Source: an optimization exercise on an open RTL-to-GDS flow (aim: small area, a short achievable clock period and few clock cycles). Production flows keep margins and buffers that such runs may drop. Function was checked by simulation only, so behaviour that the tests miss may differ from the original. Power and IR drop assume default switching activity.

==> flow/design.v (excerpt) <==
module grammar_token_scanner #(
    parameter int unsigned SOURCE_DEPTH = 65536
) (
    input  logic        aclk,
    input  logic        aresetn,
    input  logic        cfg_we,
    input  logic [15:0] cfg_wdata,
    input  logic        s_valid,
    output logic        s_ready,
    input  logic [7:0]  s_ch,
    input  logic        s_end_of_source,
    output logic        m_valid,
    input  logic        m_ready,
    output logic [3:0]  m_kind,
    output logic [15:0] m_line,
    output logic [15:0] m_start_res,
    output logic [15:0] m_length,
    output logic [1:0]  m_error_code,
    output logic        m_last_result
);
    localparam int unsigned POS_MAX_INT =
        (SOURCE_DEPTH - 1 < 65535) ? SOURCE_DEPTH - 1 : 65535;
    localparam logic [15:0] POS_MAX = 16'(POS_MAX_INT);
    logic        b_valid;
    logic        d_eos;         
    logic        d_lf;          
    logic        d_fid;         
    logic        d_fstr;        
    logic        d_id2;         
    logic        d_prep;        
    logic [1:0]  d_mode;        
    logic        o_valid;
    logic        o_bubble;      
    logic [3:0]  o_kind;
    logic [1:0]  o_err;
    logic        o_text;
    logic        o_last;
    logic        m_busy;
    logic        o_vl;
    logic [1:0]  o_text_c;
    logic        q_valid;
    logic [2:0]  q_code;
    logic        f_pend;
    logic [15:0] line_reg;
    logic [15:0] pos_reg;
    logic [15:0] ts_reg;
    logic [15:0] len_reg;
    logic [15:0] first_line_reg;
    logic [7:0] n_ch;
    logic       n_eos;
    logic is_alpha, is_alnum, is_lf, is_quote, is_gt, is_dash, is_blank;
    logic [2:0] punct_code;
    logic n_dash, n_str, n_ident, n_idle, n_fresh;
    logic n_v0, n_v1, n_v2, n_id2, n_fid, n_fstr, n_prep, n_bub;
    logic [1:0] n_mid, n_mode;
    logic [3:0] n_kind0, n_kind;
    logic [1:0] n_err;
    logic       n_text, n_last, n_valid, n_qv;
    logic [2:0] n_qcode;
    assign n_ch  = s_ch;
    assign n_eos = s_end_of_source;
  ...
For scale: ~710 cells after synthesis, ~87 I/O pins.
==> flow/config.mk <==
export PLATFORM = sky130hd
export DESIGN_NAME = grammar_token_scanner
export DESIGN_NICKNAME = grammar_token_scanner
export VERILOG_FILES = /design/flow/design.v
export SDC_FILE = /design/flow/constraint.sdc
export NUM_CORES = 4
export LEC_CHECK = 0
export ABC_CLOCK_PERIOD_IN_PS = 1000
export CAP_MARGIN = 20
export CORE_MARGIN = 2
export CORE_UTILIZATION = 65
export CTS_BUF_LIST = sky130_fd_sc_hd__clkbuf_4 sky130_fd_sc_hd__clkbuf_8
export SETUP_SLACK_MARGIN = 3.0
export SLEW_MARGIN = 20
==> flow/constraint.sdc <==
create_clock -name core_clock -period 5.5 [get_ports {aclk}]
set_input_delay 1.1000 -clock core_clock [delete_from_list [all_inputs] [get_ports {aclk}]]
set_output_delay 1.1000 -clock core_clock [all_outputs]
set_load 0.01 [all_outputs]
standard.sh (not shown) runs the stock make flow with config.mk's settings and CLKGATE_MAP_FILE= SYNTH_SCRIPT=/design/flow/synth_recipe.tcl, a recipe that flattens the netlist after the stock synthesis.
==> flow/flow/run.sh <==
#!/bin/bash
# The standard layout, with the port buffers made from sky130_fd_sc_hd__buf_1
# instead of the delay cell buffer_ports picks by default. ORFS writes each
# step's log under orfs/logs; make's own output goes to standard.log.
bash standard.sh BUFFER_PORTS_ARGS="-buffer_cell sky130_fd_sc_hd__buf_1" finish > standard.log 2>&1
Testbench counts at the start, summed over its fixed seeds: cycles 24,819.
Next try:
- CORE_UTILIZATION: 65 -> 40
- SETUP_SLACK_MARGIN: 3.0 -> 2.8
Outcome: The changed run ran to the end with no violations; design area is lower by 2.5%; first-iteration DRC count is higher by 1.5%; routed wire length is lower by 1.3%; cell count is higher by 5.2%; synthesized area is unchanged; power is higher by 5.7%; worst setup slack is worse by 0.10 ns.
Next try:
- CORE_UTILIZATION: 40 -> 65
- CTS_BUF_LIST: sky130_fd_sc_hd__clkbuf_4 sky130_fd_sc_hd__clkbuf_8 -> unset
What happened:
- global-route usage rises by 11 points
- clock-buffer cell count falls by 1
- register-to-register slack loses 0.07 ns
- worst setup slack loses 0.027 ns
- cell area falls by 2.8%
Next try:
==> flow/run.sh (new file) <==
#!/bin/bash
# synth_recipe.tcl (not shown) runs the flow's synth.tcl, then flattens the netlist and writes it again
# the make line also repeats each setting of config.mk as NAME=value (left out here)
make -C /OpenROAD-flow-scripts/flow DESIGN_CONFIG=/design/flow/config.mk WORK_HOME=/design/flow/orfs CLKGATE_MAP_FILE= SYNTH_SCRIPT=/design/flow/synth_recipe.tcl finish
- CORE_UTILIZATION: 65 -> 40
removed: flow/flow/run.sh
removed: flow/standard.sh
=> The new run passed the timing, design-rule and antenna checks. Power went up by about 12%. Routed wire length is higher by 7.0%. Die area rises by about 60%. Worst setup slack degrades by 0.0093 ns. Fmax is lower by 0.35%. Critical path depth went down by 5. Clock power came out higher by about 27%. Sequential cell count stays the same. Global-route usage decreases by 9.6 points. Combinational power increases by 23%.
Next try:
- ABC_AREA: unset -> 1
- ABC_CLOCK_PERIOD_IN_PS: 1000 -> unset
Final cell count climbs by 18%. Flip-flop and latch count does not change. Wire length falls by 3.3%. Cell area hardly moves. Clock power goes up by about 1%. Count of clock-buffer cells in the layout rises by 1. Total power increases by 5.3%. Setup slack loses 0.022 ns. Clock skew rises by 0.0034 ns. Sequential share of layout area barely changes.
Next try:
==> flow/flow/run.sh (new file) <==
#!/bin/bash
# The standard layout, with the port buffers made from sky130_fd_sc_hd__buf_1
# instead of the delay cell buffer_ports picks by default. ORFS writes each
# step's log under orfs/logs; make's own output goes to standard.log.
bash standard.sh BUFFER_PORTS_ARGS="-buffer_cell sky130_fd_sc_hd__buf_1" finish > standard.log 2>&1
==> flow/standard.sh (new file) <==
#!/bin/bash
# synth_recipe.tcl (not shown) runs the flow's synth.tcl, then flattens the netlist and writes it again
# the make line also repeats each setting of config.mk as NAME=value (left out here)
make -C /OpenROAD-flow-scripts/flow DESIGN_CONFIG=/design/flow/config.mk WORK_HOME=/design/flow/orfs CLKGATE_MAP_FILE= SYNTH_SCRIPT=/design/flow/synth_recipe.tcl "${@:-finish}"
- CORE_UTILIZATION: 40 -> 65
- CTS_BUF_LIST: unset -> sky130_fd_sc_hd__clkbuf_4 sky130_fd_sc_hd__clkbuf_8
removed: flow/run.sh
After rerunning: Total power is lower by 12%. Synthesized area stays the same. Wire length is lower by 2.3%. Worst hold slack gains 0.029 ns. Setup slack gains 0.054 ns. Fmax is higher by 2.0%. Cell count is lower by 6.3%. Cell area is lower by 12%. Sequential share of layout area is higher by 4.4 points. Clock power is lower by 26%. Die area is lower by 37%.

========
== try-sierra ==
grammar_token_scanner, a different RTL version from the one above (not shown whole).
For scale: ~110 flip-flops, about 5800 sq um of cells after synthesis.
Design grammar_token_scanner, start of the top module:
module grammar_token_scanner #(
    parameter int unsigned SOURCE_DEPTH = 65536
) (
    input  logic        aclk,
    input  logic        aresetn,
    input  logic        cfg_we,
    input  logic [15:0] cfg_wdata,
    input  logic        s_valid,
    output logic        s_ready,
    input  logic [7:0]  s_ch,
    input  logic        s_end_of_source,
    output logic        m_valid,
    input  logic        m_ready,
    output logic [3:0]  m_kind,
    output logic [15:0] m_line,
    output logic [15:0] m_start_res,
    output logic [15:0] m_length,
    output logic [1:0]  m_error_code,
    output logic        m_last_result
);
export LEC_CHECK = 0
export ABC_AREA = 1
export CAP_MARGIN = 40
export CORE_MARGIN = 2
export CORE_UTILIZATION = 40
export CTS_BUF_LIST = sky130_fd_sc_hd__clkbuf_4 sky130_fd_sc_hd__clkbuf_8
export SETUP_SLACK_MARGIN = 2.97
export SLEW_MARGIN = 40
create_clock -name core_clock -period 5.5 [get_ports {aclk}]
==> flow/flow/run.sh <==
#!/bin/bash
# The standard layout, with the port buffers made from sky130_fd_sc_hd__buf_1
# instead of the delay cell buffer_ports picks by default. ORFS writes each
# step's log under orfs/logs; make's own output goes to standard.log.
bash standard.sh BUFFER_PORTS_ARGS="-buffer_cell sky130_fd_sc_hd__buf_1" finish > standard.log 2>&1
Testbench counts of try-sierra, summed over its fixed seeds: cycles 24,756.
For try-umber, these inputs were changed with respect to try-sierra:
Settings: CAP_MARGIN: 40 -> 20; CTS_CLUSTER_DIAMETER: unset -> 100; SLEW_MARGIN: 40 -> 20; CTS_CLUSTER_SIZE: unset -> 30.
Findings:
Between try-sierra and try-umber, sequential share of layout area decreased.
From try-sierra to try-umber the numbers moved as follows: met1 routed wirelength after detailed routing higher, fraction of the core area covered by cells at the end of the flow moved up.
Against try-sierra, the final cell area of try-umber is higher.
Compared with try-sierra, in try-umber portion of total power attributed to the clock network rose by 2.5 points; area taken by flip-flops and latches stayed essentially flat; post-route fraction of the period consumed by the critical path stayed essentially flat.
Against try-sierra, setup slack of the critical path after layout in try-umber came out better.
Final routed wirelength across all metal layers, try-sierra and try-umber: larger value in try-umber
On worst slack at placement, try-sierra and try-umber are basically level.
## Diff of input files: try-tundra against try-umber
Settings: a change of SLEW_MARGIN from 20 to 60; a deleted CTS_CLUSTER_DIAMETER that had been 100; a change of CAP_MARGIN from 20 to 60; a deleted CTS_CLUSTER_SIZE that had been 30.
[summary]
- try-tundra: PASS, flow complete, no timing, DRC or antenna violations
- Layout overhead on the synthesized area (try-tundra over try-umber): increase, 0.45 points
- Against try-umber, try-tundra comes in 0.4 points lower on share of power burned in the clock network.
- try-tundra and try-umber ended up with nearly the same shortest period the worst path allows.
- ~same worst hold slack in try-tundra and try-umber
- Re combinational share of power: try-tundra and try-umber aren't equal, and the higher value belongs to try-tundra.
- try-tundra -> try-umber: clock-buffer cell count delta 0, exact match
- Delta(final instance area, try-tundra - try-umber) > 0
- Going from try-umber to try-tundra, the overall global routing resource usage was found to have gone down by 0.21 points.
- Length of routed wiring on met1, try-tundra and try-umber: larger value in try-tundra
- Final worst-path setup slack of try-tundra is on par with try-umber.
- ~same area taken by multi-input logic gates in try-tundra and try-umber
diff inputs: try-tundra => try-indigo
Settings: ABC_AREA removed (was 1); ABC_CLOCK_PERIOD_IN_PS newly set to 1000; SETUP_SLACK_MARGIN changed from 2.97 to 3.0; SLEW_MARGIN changed from 60 to 20; CAP_MARGIN changed from 60 to 20.
==> run notes <==
- Diff try-tundra -> try-indigo: post-route minimum period +0.084 ns; well-tap cell count shows an increase of 4; area after synthesis roughly the same; floorplan row count rose by 1.
- When the final numbers for try-indigo and try-tundra were put side by side, the sum of routed wire length over all layers turned out to be smaller in try-tundra.
- try-indigo ends up with a sequential group share of total power that is 1.3 points lower than in try-tundra.
- Comparing try-indigo and try-tundra, mean instance size in the synthesized netlist is lower on try-tundra.
- The post-route fraction of the period consumed by the critical path number comes out higher for try-indigo vs try-tundra.
- Measured against each other, try-indigo and try-tundra differ in design area, the lower figure coming from try-tundra.
Edits applied to the flow inputs when going from try-indigo to try-ember:
Settings: ABC_CLOCK_PERIOD_IN_PS removed (was 1000); GPL_TIMING_DRIVEN newly set to 0; ABC_AREA newly set to 1; SETUP_SLACK_MARGIN changed from 3.0 to 2.9.
- Diff try-ember and try-indigo: xor/xnor share of the synthesized area lower in try-ember
- Compared with try-indigo, in try-ember largest voltage drop on the vdd net up about 18%; post-layout instance count excluding filler cells up 122.
- Lower area overhead of the layout relative to synthesis goes to try-ember over try-indigo.
- try-indigo ended up with s_ch[3] as its timing startpoint of the critical path; try-ember ended up with m_ready.
- Going from try-indigo to try-ember, post-CTS resize count shrinks by 57.
- Of try-ember and try-indigo, the run reporting the lower worst max-slew margin expressed relative to the limit was try-indigo.
The following lists how try-pepper was set up differently from try-ember:
Settings: GPL_ROUTABILITY_DRIVEN now 0, previously not set; GPL_TIMING_DRIVEN no longer set, was 0.
--- outcome ---
Layout overhead on the synthesized area came out lower on try-pepper than on try-ember. Proportion of cell area occupied by multi-input gates is lower on try-ember. try-pepper finished every stage and its layout cleared the timing, design-rule and antenna checks. Re number of combinational gates with multiple inputs: no difference whatsoever between try-pepper and try-ember. Comparing try-ember and try-pepper, the higher sequential fraction of total cell area was measured on try-pepper. Looking at count of vias placed by the detailed router across try-ember and try-pepper, the one that comes out higher is try-ember. Count of buffers not belonging to the clock network in the layout was lower in the run labelled try-pepper.

static timing again, ports no longer ideal:
The flow's constraints put no driver on any port. The routed layouts listed below were extracted and timed again, unchanged, in two steps.
Step 1: set_driving_cell puts a clkbuf_16 on aclk and a buf_2 on each other input, an assumption about the parent block.
Step 2, shift: input delay + t, output delay - t, t = (earliest + latest rising clock arrival at the registers) / 2. This alone moves slack from input paths to output paths.
Three values: ideal, step 1, step 2; two values: the first two.
| run | t, ns | setup slack, ns | hold slack, ns |
|---|---|---|---|
| the first run of note 1 | 0.408 | 2.963 / 2.921 / 2.607 | 0.504 / 0.504 / 0.504 |
| the second run of note 1 | 0.417 | 2.859 / 2.872 / 2.458 | 0.493 / 0.493 / 0.493 |
| the third run of note 1 | 0.400 | 2.832 / 2.839 / 2.447 | 0.501 / 0.501 / 0.501 |
| the fourth run of note 1 | 0.397 | 2.823 / 2.781 / 2.464 | 0.497 / 0.497 / 0.497 |
| the fifth run of note 1 | 0.387 | 2.801 / 2.760 / 2.507 | 0.470 / 0.470 / 0.470 |
| the sixth run of note 1 | 0.405 | 2.855 / 2.802 / 2.443 | 0.499 / 0.499 / 0.499 |
| try-sierra | 0.416 | 2.966 / 2.925 / 2.706 | 0.464 / 0.464 / 0.464 |
| try-umber | 0.411 | 2.969 / 2.928 / 2.721 | 0.470 / 0.470 / 0.470 |
| try-tundra | 0.408 | 2.967 / 2.926 / 2.744 | 0.471 / 0.471 / 0.471 |
| try-indigo | 0.420 | 2.883 / 2.868 / 2.447 | 0.468 / 0.468 / 0.468 |
| try-ember | 0.410 | 2.928 / 2.907 / 2.684 | 0.473 / 0.473 / 0.473 |
| try-pepper | 0.414 | 2.936 / 2.915 / 2.683 | 0.469 / 0.469 / 0.469 |
After both steps every run listed still meets setup and hold. For try-indigo, which loses most, drivers alone change the setup slack by -0.015 ns; drivers and shift together by -0.436 ns.
